Context: an optimization exercise on an open-source flow, tuned for small area. The choices shown serve that exercise and are no tape-out recipe. In this exercise RTL edits were held to simulation tests only and were not proved equivalent to the original. Power and IR drop assume default switching activity.

## fetch_stage
module fetch_stage (
    input  wire                         clk_i,
    input  wire                         arst_n_i,
    output logic                        inst_req_o,
    output fetch_pkg::addr_t            inst_index_o,
    input  wire                         inst_index_ok_i,
    input  wire                         inst_data_ok_i,
    input  wire fetch_pkg::block_t      inst_rdata_i,
    output logic                        iq_valid_o,
    input  wire                         iq_ready_i,
    output fetch_pkg::addr_t            iq_pc_o,
    output fetch_pkg::block_t           iq_inst_o,
    output fetch_pkg::lane_mask_t       iq_lane_en_o,
    output logic                        iq_pred_taken_o,
    output fetch_pkg::addr_t            iq_pred_target_o,
    input  wire                         br_update_valid_i,
    input  wire fetch_pkg::addr_t       br_pc_i,
    input  wire                         br_taken_i,
    input  wire fetch_pkg::addr_t       br_target_i,
    input  wire                         br_mispredict_i,
  ...
Size in the first run: ~460 I/O pins, roughly 49,000 um2 of cells after synthesis.
export LEC_CHECK = 0
export CAP_MARGIN = 20
export CORE_MARGIN = 2
export CORE_UTILIZATION = 40
export SLEW_MARGIN = 20
create_clock -name core_clock -period 6.0 [get_ports {clk_i}]
standard.sh (not shown) runs the stock make flow with config.mk's settings and CLKGATE_MAP_FILE= SYNTH_SCRIPT=/design/flow/synth_recipe.tcl, a recipe that flattens the netlist after the stock synthesis.
==> flow/flow/run.sh <==
#!/bin/bash
# The standard layout (standard.sh), with:
#  - an area-oriented ABC script in synthesis (flow/synth.tcl, flow/area.abc)
#  - the smallest buffer on every port
#  - a clock tree without dummy loads
# The make output goes to flow_make.log here; each ORFS step also keeps its
# own log under orfs/logs/.
set -euo pipefail
export AREA_ABC_SCRIPT="$PWD/flow/area.abc"
bash standard.sh \
    "SYNTH_SCRIPT=$PWD/flow/synth.tcl" \
    "BUFFER_PORTS_ARGS=-buffer_cell sky130_fd_sc_hd__buf_1" \
    "CTS_ARGS=-sink_clustering_enable -repair_clock_nets -dont_use_dummy_load -buf_list sky130_fd_sc_hd__clkbuf_8 -sink_clustering_size 16 -sink_clustering_max_diameter 60" \
    finish > flow_make.log 2>&1
==> flow/flow/area.abc <==
&get -n
&st
&syn3
&dch -f
&nf -a -R 1000
&put
==> flow/flow/synth.tcl <==
# The standard synthesis script (synth_recipe.tcl), with ABC's mapping
# script swapped for an area-oriented one. Registers are mapped before ABC
# runs, so they are the standard synthesis's.
proc synth {args} { yosys synth -nofsm -noshare {*}$args }
proc abc {args} {
  set i [lsearch -exact $args -script]
  if {$i >= 0} { lset args [expr {$i + 1}] $::env(AREA_ABC_SCRIPT) }
  yosys abc {*}$args
}
source $::env(SCRIPTS_DIR)/synth.tcl
# left out here: clear keep_hierarchy, flatten, clean up, hide names made inside functions, write 1_2_yosys.v
The first run completed with no timing, DRC or antenna violations.
Rerun with:
- CORE_UTILIZATION: 40 -> 55
- PLACE_DENSITY: not set -> 0.7
After rerunning: The changed run produced a clean layout. Core utilization goes up by 16 points. Via count goes up slightly. Worst setup slack got worse by 0.092 ns. Count of clock-buffer cells in the layout goes down by 6. Non-clock buffer count goes down by 22. Power goes down slightly. Design area goes down slightly. Wire length goes down by a few percent. Final cell count goes down by roughly a tenth.
Rerun with:
==> flow/flow/area.abc (replaced) <==
&get -n
&st
&syn2
&syn3
&dch -f
&nf -a -p -R 1000 -C 32
&put
- CORE_UTILIZATION: 55 -> 65
- PLACE_DENSITY: 0.7 -> 0.75
Effect: Hold slack gets better by 0.063 ns. Via count rises slightly. Final cell count falls by a few percent. Global-route usage rises by 5.6 points.
Rerun with:
--- a/flow/flow/run.sh
+++ b/flow/flow/run.sh
@@ -13 +13 @@
-    "CTS_ARGS=-sink_clustering_enable -repair_clock_nets -dont_use_dummy_load -buf_list sky130_fd_sc_hd__clkbuf_8 -sink_clustering_size 16 -sink_clustering_max_diameter 60" \
+    "CTS_ARGS=-sink_clustering_enable -repair_clock_nets -dont_use_dummy_load -buf_list sky130_fd_sc_hd__clkbuf_4 -sink_clustering_size 10 -sink_clustering_max_diameter 40" \
==> flow/flow/area.abc (replaced) <==
&get -n
&st
&syn3
&dch -f
&nf -a -R 1000
&put
- CORE_UTILIZATION: 65 -> 55
- PLACE_DENSITY: 0.75 -> 0.7
Outcome: Final area went up slightly; critical path depth went up by 6; cell count came out higher by a few percent; die area increases by about a fifth; synthesized cell count shrinks slightly; global-route usage goes down by 5.3 points; sequential power stays flat; setup slack got worse by 0.095 ns; register-to-register slack got worse by 0.09 ns; via count is about the same; non-clock buffer count came out higher by 17.

========
fetch_stage, a different RTL version from the one above (not shown whole).
Size: roughly 3100 cells after synthesis, roughly 0.050 mm2 of cells after synthesis.
export LEC_CHECK = 0
export CAP_MARGIN = 20
export CORE_MARGIN = 2
export CORE_UTILIZATION = 40
export SLEW_MARGIN = 20
create_clock -name core_clock -period 6.0 [get_ports {clk_i}]
==> flow/flow/run.sh <==
#!/bin/bash
# The standard layout (standard.sh), with:
#  - an area-oriented ABC script in synthesis (flow/synth.tcl, flow/area.abc)
#  - the smallest buffer on every port
#  - a clock tree without dummy loads
# The make output goes to flow_make.log here; each ORFS step also keeps its
# own log under orfs/logs/.
set -euo pipefail
export AREA_ABC_SCRIPT="$PWD/flow/area.abc"
bash standard.sh \
    "SYNTH_SCRIPT=$PWD/flow/synth.tcl" \
    "BUFFER_PORTS_ARGS=-buffer_cell sky130_fd_sc_hd__buf_1" \
    "CTS_ARGS=-sink_clustering_enable -repair_clock_nets -dont_use_dummy_load -buf_list sky130_fd_sc_hd__clkbuf_4" \
    finish > flow_make.log 2>&1
==> flow/flow/area.abc <==
&get -n
&st
&dch -f
&nf -a -R 1000
&put
Scripts as last shown in full above: flow/flow/synth.tcl
Change:
==> flow/run.sh (new file) <==
#!/bin/bash
# synth_recipe.tcl (not shown) runs the flow's synth.tcl, then flattens the netlist and writes it again
# the make line also repeats each setting of config.mk as NAME=value (left out here)
make -C /OpenROAD-flow-scripts/flow DESIGN_CONFIG=/design/flow/config.mk WORK_HOME=/design/flow/orfs CLKGATE_MAP_FILE= SYNTH_SCRIPT=/design/flow/synth_recipe.tcl finish
CTS_BUF_LIST = sky130_fd_sc_hd__clkbuf_16   (was unset)
CTS_CLUSTER_DIAMETER = 80   (was unset)
CTS_CLUSTER_SIZE = 30   (was unset)
removed: flow/flow/run.sh
removed: flow/flow/area.abc
removed: flow/flow/synth.tcl
removed: flow/standard.sh
The changed run completed without violations.
Sequential cell count stays the same.
Setup slack gains 0.28 ns.
Hold slack gains 0.38 ns.
Utilization rose by 1.0 points.
Change:
==> flow/flow/run.sh (new file) <==
#!/bin/bash
# The standard layout (standard.sh), with:
#  - an area-oriented ABC script in synthesis (flow/synth.tcl, flow/area.abc)
#  - the smallest buffer on every port
#  - a clock tree without dummy loads
# The make output goes to flow_make.log here; each ORFS step also keeps its
# own log under orfs/logs/.
set -euo pipefail
export AREA_ABC_SCRIPT="$PWD/flow/area.abc"
bash standard.sh \
    "SYNTH_SCRIPT=$PWD/flow/synth.tcl" \
    "BUFFER_PORTS_ARGS=-buffer_cell sky130_fd_sc_hd__buf_1" \
    "CTS_ARGS=-sink_clustering_enable -repair_clock_nets -dont_use_dummy_load -buf_list sky130_fd_sc_hd__clkbuf_8 -sink_clustering_size 16 -sink_clustering_max_diameter 60" \
    finish > flow_make.log 2>&1
==> flow/flow/area.abc (new file) <==
&get -n
&st
&syn3
&dch -f
&nf -a -R 1000
&put
==> flow/flow/synth.tcl (new file) <==
# The standard synthesis script (synth_recipe.tcl), with ABC's mapping
# script swapped for an area-oriented one. Registers are mapped before ABC
# runs, so they are the standard synthesis's.
proc synth {args} { yosys synth -nofsm -noshare {*}$args }
proc abc {args} {
  set i [lsearch -exact $args -script]
  if {$i >= 0} { lset args [expr {$i + 1}] $::env(AREA_ABC_SCRIPT) }
  yosys abc {*}$args
}
source $::env(SCRIPTS_DIR)/synth.tcl
# left out here: clear keep_hierarchy, flatten, clean up, hide names made inside functions, write 1_2_yosys.v
==> flow/standard.sh (new file) <==
#!/bin/bash
# synth_recipe.tcl (not shown) runs the flow's synth.tcl, then flattens the netlist and writes it again
# the make line also repeats each setting of config.mk as NAME=value (left out here)
make -C /OpenROAD-flow-scripts/flow DESIGN_CONFIG=/design/flow/config.mk WORK_HOME=/design/flow/orfs CLKGATE_MAP_FILE= SYNTH_SCRIPT=/design/flow/synth_recipe.tcl "${@:-finish}"
CTS_BUF_LIST = unset   (was sky130_fd_sc_hd__clkbuf_16)
CTS_CLUSTER_DIAMETER = unset   (was 80)
CTS_CLUSTER_SIZE = unset   (was 30)
removed: flow/run.sh
What happened: Area after synthesis went down by 4.9%; clock power came out lower by 22%; core utilization came out lower by 2.4 points; routed wire length is lower by 11%; clock-buffer cell count is higher by 40; worst hold slack is worse by 0.10 ns; total power shrinks by 9.4%.
Change:
==> flow/run.sh (new file) <==
#!/bin/bash
# synth_recipe.tcl (not shown) runs the flow's synth.tcl, then flattens the netlist and writes it again
# the make line also repeats each setting of config.mk as NAME=value (left out here)
make -C /OpenROAD-flow-scripts/flow DESIGN_CONFIG=/design/flow/config.mk WORK_HOME=/design/flow/orfs CLKGATE_MAP_FILE= SYNTH_SCRIPT=/design/flow/synth_recipe.tcl finish
CTS_BUF_LIST = sky130_fd_sc_hd__clkbuf_4   (was unset)
removed: flow/flow/run.sh
removed: flow/flow/area.abc
removed: flow/flow/synth.tcl
removed: flow/standard.sh
After rerunning: The new run finished clean; clock power is higher by 69%; global-route usage rises by 2.7 points; total power went up by about 20%; first-iteration DRC count decreases by about 5%; core utilization goes up by 3.7 points; wire length rises by about 15%.

========
## main
Starting RTL as in the previous note.
clock: 6.0 ns
lec_check: 0
cap_margin: 20
core_margin: 2
core_utilization: 40
cts_buf_list: sky130_fd_sc_hd__clkbuf_8
cts_cluster_diameter: 60
cts_cluster_size: 16
slew_margin: 20
run.sh (not shown) runs the stock make flow with config.mk's settings and CLKGATE_MAP_FILE= SYNTH_SCRIPT=/design/flow/synth_recipe.tcl, a recipe that flattens the netlist after the stock synthesis.
Stock flow here: none of the scripts above is used.
main: no failed stages, no open violations at the end
Here is what was changed in the inputs of the feature branch compared with main.
Settings: a change of CORE_UTILIZATION from 40 to 75; a deleted CTS_CLUSTER_SIZE that had been 16; a deleted CTS_BUF_LIST that had been sky130_fd_sc_hd__clkbuf_8; an added PLACE_DENSITY of 0.85; a deleted CTS_CLUSTER_DIAMETER that had been 60.
==> flow/flow/run.sh (new file) <==
#!/bin/bash
# The standard layout (standard.sh), with:
#  - an area-oriented ABC script in synthesis (flow/synth.tcl, flow/area.abc)
#  - the smallest buffer on every port
#  - a clock tree without dummy loads
# The make output goes to flow_make.log here; each ORFS step also keeps its
# own log under orfs/logs/.
set -euo pipefail
export AREA_ABC_SCRIPT="$PWD/flow/area.abc"
bash standard.sh \
    "SYNTH_SCRIPT=$PWD/flow/synth.tcl" \
    "BUFFER_PORTS_ARGS=-buffer_cell sky130_fd_sc_hd__buf_1" \
    "CTS_ARGS=-sink_clustering_enable -repair_clock_nets -dont_use_dummy_load -buf_list sky130_fd_sc_hd__clkbuf_8 -sink_clustering_size 16 -sink_clustering_max_diameter 60" \
    finish > flow_make.log 2>&1
==> flow/flow/area.abc (new file) <==
&get -n
&st
&syn3
&dch -f
&nf -a -R 1000
&put
==> flow/flow/synth.tcl (new file) <==
# The standard synthesis script (synth_recipe.tcl), with ABC's mapping
# script swapped for an area-oriented one. Registers are mapped before ABC
# runs, so they are the standard synthesis's.
proc synth {args} { yosys synth -nofsm -noshare {*}$args }
proc abc {args} {
  set i [lsearch -exact $args -script]
  if {$i >= 0} { lset args [expr {$i + 1}] $::env(AREA_ABC_SCRIPT) }
  yosys abc {*}$args
}
source $::env(SCRIPTS_DIR)/synth.tcl
# left out here: clear keep_hierarchy, flatten, clean up, hide names made inside functions, write 1_2_yosys.v
==> flow/standard.sh (new file) <==
#!/bin/bash
# synth_recipe.tcl (not shown) runs the flow's synth.tcl, then flattens the netlist and writes it again
# the make line also repeats each setting of config.mk as NAME=value (left out here)
make -C /OpenROAD-flow-scripts/flow DESIGN_CONFIG=/design/flow/config.mk WORK_HOME=/design/flow/orfs CLKGATE_MAP_FILE= SYNTH_SCRIPT=/design/flow/synth_recipe.tcl "${@:-finish}"
removed: flow/run.sh
==> comparison <==
On number of top-level design ports, main and the feature branch are basically level.
Delta (the feature branch minus main): cell count moved down, routed wire length lower, fmax now smaller.
main was larger in final cell area than the feature branch.
No stage failed in the feature branch, and the final checks on the layout all came back clean.
Of the two values seen for endpoint of the most critical setup path, u_pc_register.pc_q[23] was produced by the feature branch and u_pc_register.pc_q[24] by main.
Delta (the feature branch minus main): gate count of the mapped netlist decreased 8.8%, static leakage decreased 11%.

========
Setup of lane 1:
Starting RTL as in the previous note.
Design fetch_stage, start of the top module:
module fetch_stage (
    input  wire                         clk_i,
    input  wire                         arst_n_i,
    output logic                        inst_req_o,
    output fetch_pkg::addr_t            inst_index_o,
    input  wire                         inst_index_ok_i,
    input  wire                         inst_data_ok_i,
    input  wire fetch_pkg::block_t      inst_rdata_i,
    output logic                        iq_valid_o,
    input  wire                         iq_ready_i,
    output fetch_pkg::addr_t            iq_pc_o,
    output fetch_pkg::block_t           iq_inst_o,
    output fetch_pkg::lane_mask_t       iq_lane_en_o,
    output logic                        iq_pred_taken_o,
    output fetch_pkg::addr_t            iq_pred_target_o,
    input  wire                         br_update_valid_i,
    input  wire fetch_pkg::addr_t       br_pc_i,
    input  wire                         br_taken_i,
    input  wire fetch_pkg::addr_t       br_target_i,
    input  wire                         br_mispredict_i,
    input  wire                         exc_valid_i,
  ...
clock: 6.0 ns
lec_check: 0
cap_margin: 0
core_margin: 2
core_utilization: 40
slew_margin: 0
standard.sh (not shown) runs the stock make flow with config.mk's settings and CLKGATE_MAP_FILE= SYNTH_SCRIPT=/design/flow/synth_recipe.tcl, a recipe that flattens the netlist after the stock synthesis.
==> flow/flow/run.sh <==
#!/bin/bash
# The standard layout (standard.sh), with:
#  - an area-oriented ABC script in synthesis (flow/synth.tcl, flow/area.abc)
#  - the smallest buffer on every port
#  - a clock tree without dummy loads
# The make output goes to flow_make.log here; each ORFS step also keeps its
# own log under orfs/logs/.
set -euo pipefail
export AREA_ABC_SCRIPT="$PWD/flow/area.abc"
bash standard.sh \
    "SYNTH_SCRIPT=$PWD/flow/synth.tcl" \
    "BUFFER_PORTS_ARGS=-buffer_cell sky130_fd_sc_hd__buf_1" \
    "CTS_ARGS=-sink_clustering_enable -repair_clock_nets -dont_use_dummy_load -buf_list sky130_fd_sc_hd__clkbuf_8 -sink_clustering_size 16 -sink_clustering_max_diameter 60" \
    finish > flow_make.log 2>&1
==> flow/flow/area.abc <==
&get -n
&st
&syn3
&dch -f
&nf -a -R 1000
&put
==> flow/flow/synth.tcl <==
# The standard synthesis script (synth_recipe.tcl), with ABC's mapping
# script swapped for an area-oriented one. Registers are mapped before ABC
# runs, so they are the standard synthesis's.
proc synth {args} { yosys synth -nofsm -noshare {*}$args }
proc abc {args} {
  set i [lsearch -exact $args -script]
  if {$i >= 0} { lset args [expr {$i + 1}] $::env(AREA_ABC_SCRIPT) }
  yosys abc {*}$args
}
source $::env(SCRIPTS_DIR)/synth.tcl
# left out here: clear keep_hierarchy, flatten, clean up, hide names made inside functions, write 1_2_yosys.v
Lane 1: PASS, flow complete, no timing, DRC or antenna violations
Relative to lane 1, the following input files were edited for lane 2:
# lane 1
export LEC_CHECK = 0
export CAP_MARGIN = 0
export CORE_MARGIN = 2
export CORE_UTILIZATION = 40
export SLEW_MARGIN = 0
create_clock -name core_clock -period 6.0 [get_ports {clk_i}]
# lane 2
export LEC_CHECK = 0
export CAP_MARGIN = 20
export CORE_MARGIN = 2
export CORE_UTILIZATION = 40
export SLEW_MARGIN = 20
create_clock -name core_clock -period 6.0 [get_ports {clk_i}]
==> flow/run.sh (new file) <==
#!/bin/bash
# synth_recipe.tcl (not shown) runs the flow's synth.tcl, then flattens the netlist and writes it again
# the make line also repeats each setting of config.mk as NAME=value (left out here)
make -C /OpenROAD-flow-scripts/flow DESIGN_CONFIG=/design/flow/config.mk WORK_HOME=/design/flow/orfs CLKGATE_MAP_FILE= SYNTH_SCRIPT=/design/flow/synth_recipe.tcl finish
removed: flow/flow/run.sh
removed: flow/flow/area.abc
removed: flow/flow/synth.tcl
removed: flow/standard.sh
## What came out
Lane 2: clock insertion delay at the later pin of the skew report is 0.10 ns lower than what lane 1 reported.
Compared to lane 1, lane 2 has wire length 24 mm higher.
Lane 2: non-filler instance count after layout about 7% above lane 1
The inputs of lane 3 differ from those of lane 2 as listed below.
# lane 2
export LEC_CHECK = 0
export CAP_MARGIN = 20
export CORE_MARGIN = 2
export CORE_UTILIZATION = 40
export SLEW_MARGIN = 20
create_clock -name core_clock -period 6.0 [get_ports {clk_i}]
# lane 3
export LEC_CHECK = 0
export CAP_MARGIN = 20
export CORE_MARGIN = 2
export CORE_UTILIZATION = 65
export GPL_TIMING_DRIVEN = 0
export PLACE_DENSITY = 0.75
export SLEW_MARGIN = 20
create_clock -name core_clock -period 6.0 [get_ports {clk_i}]
==> flow/flow/run.sh (new file) <==
#!/bin/bash
# The standard layout (standard.sh), with:
#  - an area-oriented ABC script in synthesis (flow/synth.tcl, flow/area.abc)
#  - the smallest buffer on every port
#  - a clock tree without dummy loads
# The make output goes to flow_make.log here; each ORFS step also keeps its
# own log under orfs/logs/.
set -euo pipefail
export AREA_ABC_SCRIPT="$PWD/flow/area.abc"
bash standard.sh \
    "SYNTH_SCRIPT=$PWD/flow/synth.tcl" \
    "BUFFER_PORTS_ARGS=-buffer_cell sky130_fd_sc_hd__buf_1" \
    "CTS_ARGS=-sink_clustering_enable -repair_clock_nets -dont_use_dummy_load -buf_list sky130_fd_sc_hd__clkbuf_8 -sink_clustering_size 16 -sink_clustering_max_diameter 60" \
    finish > flow_make.log 2>&1
==> flow/flow/area.abc (new file) <==
&get -n
&st
&syn3
&dch -f
&nf -a -R 1000
&put
==> flow/flow/synth.tcl (new file) <==
# The standard synthesis script (synth_recipe.tcl), with ABC's mapping
# script swapped for an area-oriented one. Registers are mapped before ABC
# runs, so they are the standard synthesis's.
proc synth {args} { yosys synth -nofsm -noshare {*}$args }
proc abc {args} {
  set i [lsearch -exact $args -script]
  if {$i >= 0} { lset args [expr {$i + 1}] $::env(AREA_ABC_SCRIPT) }
  yosys abc {*}$args
}
source $::env(SCRIPTS_DIR)/synth.tcl
# left out here: clear keep_hierarchy, flatten, clean up, hide names made inside functions, write 1_2_yosys.v
==> flow/standard.sh (new file) <==
#!/bin/bash
# synth_recipe.tcl (not shown) runs the flow's synth.tcl, then flattens the netlist and writes it again
# the make line also repeats each setting of config.mk as NAME=value (left out here)
make -C /OpenROAD-flow-scripts/flow DESIGN_CONFIG=/design/flow/config.mk WORK_HOME=/design/flow/orfs CLKGATE_MAP_FILE= SYNTH_SCRIPT=/design/flow/synth_recipe.tcl "${@:-finish}"
removed: flow/run.sh
==> comparison <==
Comparing lane 2 against lane 3, there is no change at all in number of sequential cells. Compared with lane 2, in lane 3 via count saw a decrease, non-clock buffer count in the final layout saw a decrease, wire length the detailed router placed on met1 saw a decrease, wire length of the first global-routing pass saw a decrease.

## separate check: timing with driven ports
How much do the figures lean on ideal ports? The routed layouts below were timed once more, with nothing changed but the port constraints.
Step 1 sets driving cells, clkbuf_16 on the clock port and buf_2 on the other inputs (assumed; they add their load-dependent delay and slew).
Step 2 adds t to the input delays and takes it off the output delays; t is the mean of the earliest and latest rising clock arrival at the registers after step 1. Input paths then give back, and output paths get back, about the clock's delay inside the block.
a / b / c = ideal ports / drivers / drivers and shift; a / b = the first two.
run	t, ns	setup WS [ns]	latest minus earliest clock arrival (ns)	slew at the worst register clock pin (ns)
the first run of note 1	0.885	0.687 / 0.687 / 0.578	0.143 / 0.143	0.11 / 0.11
the second run of note 1	0.828	0.594 / 0.594 / 0.350	0.108 / 0.109	0.10 / 0.10
the third run of note 1	0.784	0.498 / 0.498 / 0.311	0.078 / 0.079	0.11 / 0.11
the fourth run of note 1	1.200	0.404 / 0.404 / 0.400	0.133 / 0.133	0.12 / 0.12
the first run of note 2	1.322	0.273 / 0.273 / -0.047	0.173 / 0.172	0.07 / 0.07
the second run of note 2	0.762	0.549 / 0.549 / 0.424	0.075 / 0.076	0.12 / 0.12
the third run of note 2	0.899	0.543 / 0.543 / 0.486	0.152 / 0.153	0.10 / 0.10
the fourth run of note 2	1.331	0.554 / 0.554 / 0.284	0.175 / 0.176	0.08 / 0.08
main	0.939	0.588 / 0.588 / 0.272	0.084 / 0.083	0.11 / 0.11
the feature branch	0.794	0.262 / 0.262 / 0.262	0.068 / 0.068	0.11 / 0.11
lane 1	0.891	0.576 / 0.576 / 0.363	0.142 / 0.141	0.11 / 0.11
lane 2	0.857	0.594 / 0.594 / 0.343	0.035 / 0.035	0.06 / 0.06
lane 3	0.795	0.142 / 0.142 / -0.237	0.089 / 0.089	0.11 / 0.11
With both steps, setup timing fails in the first run of note 2 and lane 3, where it was met with ideal ports. For lane 3, which loses most, drivers alone change the setup slack by 0.000 ns; drivers and shift together by -0.379 ns.
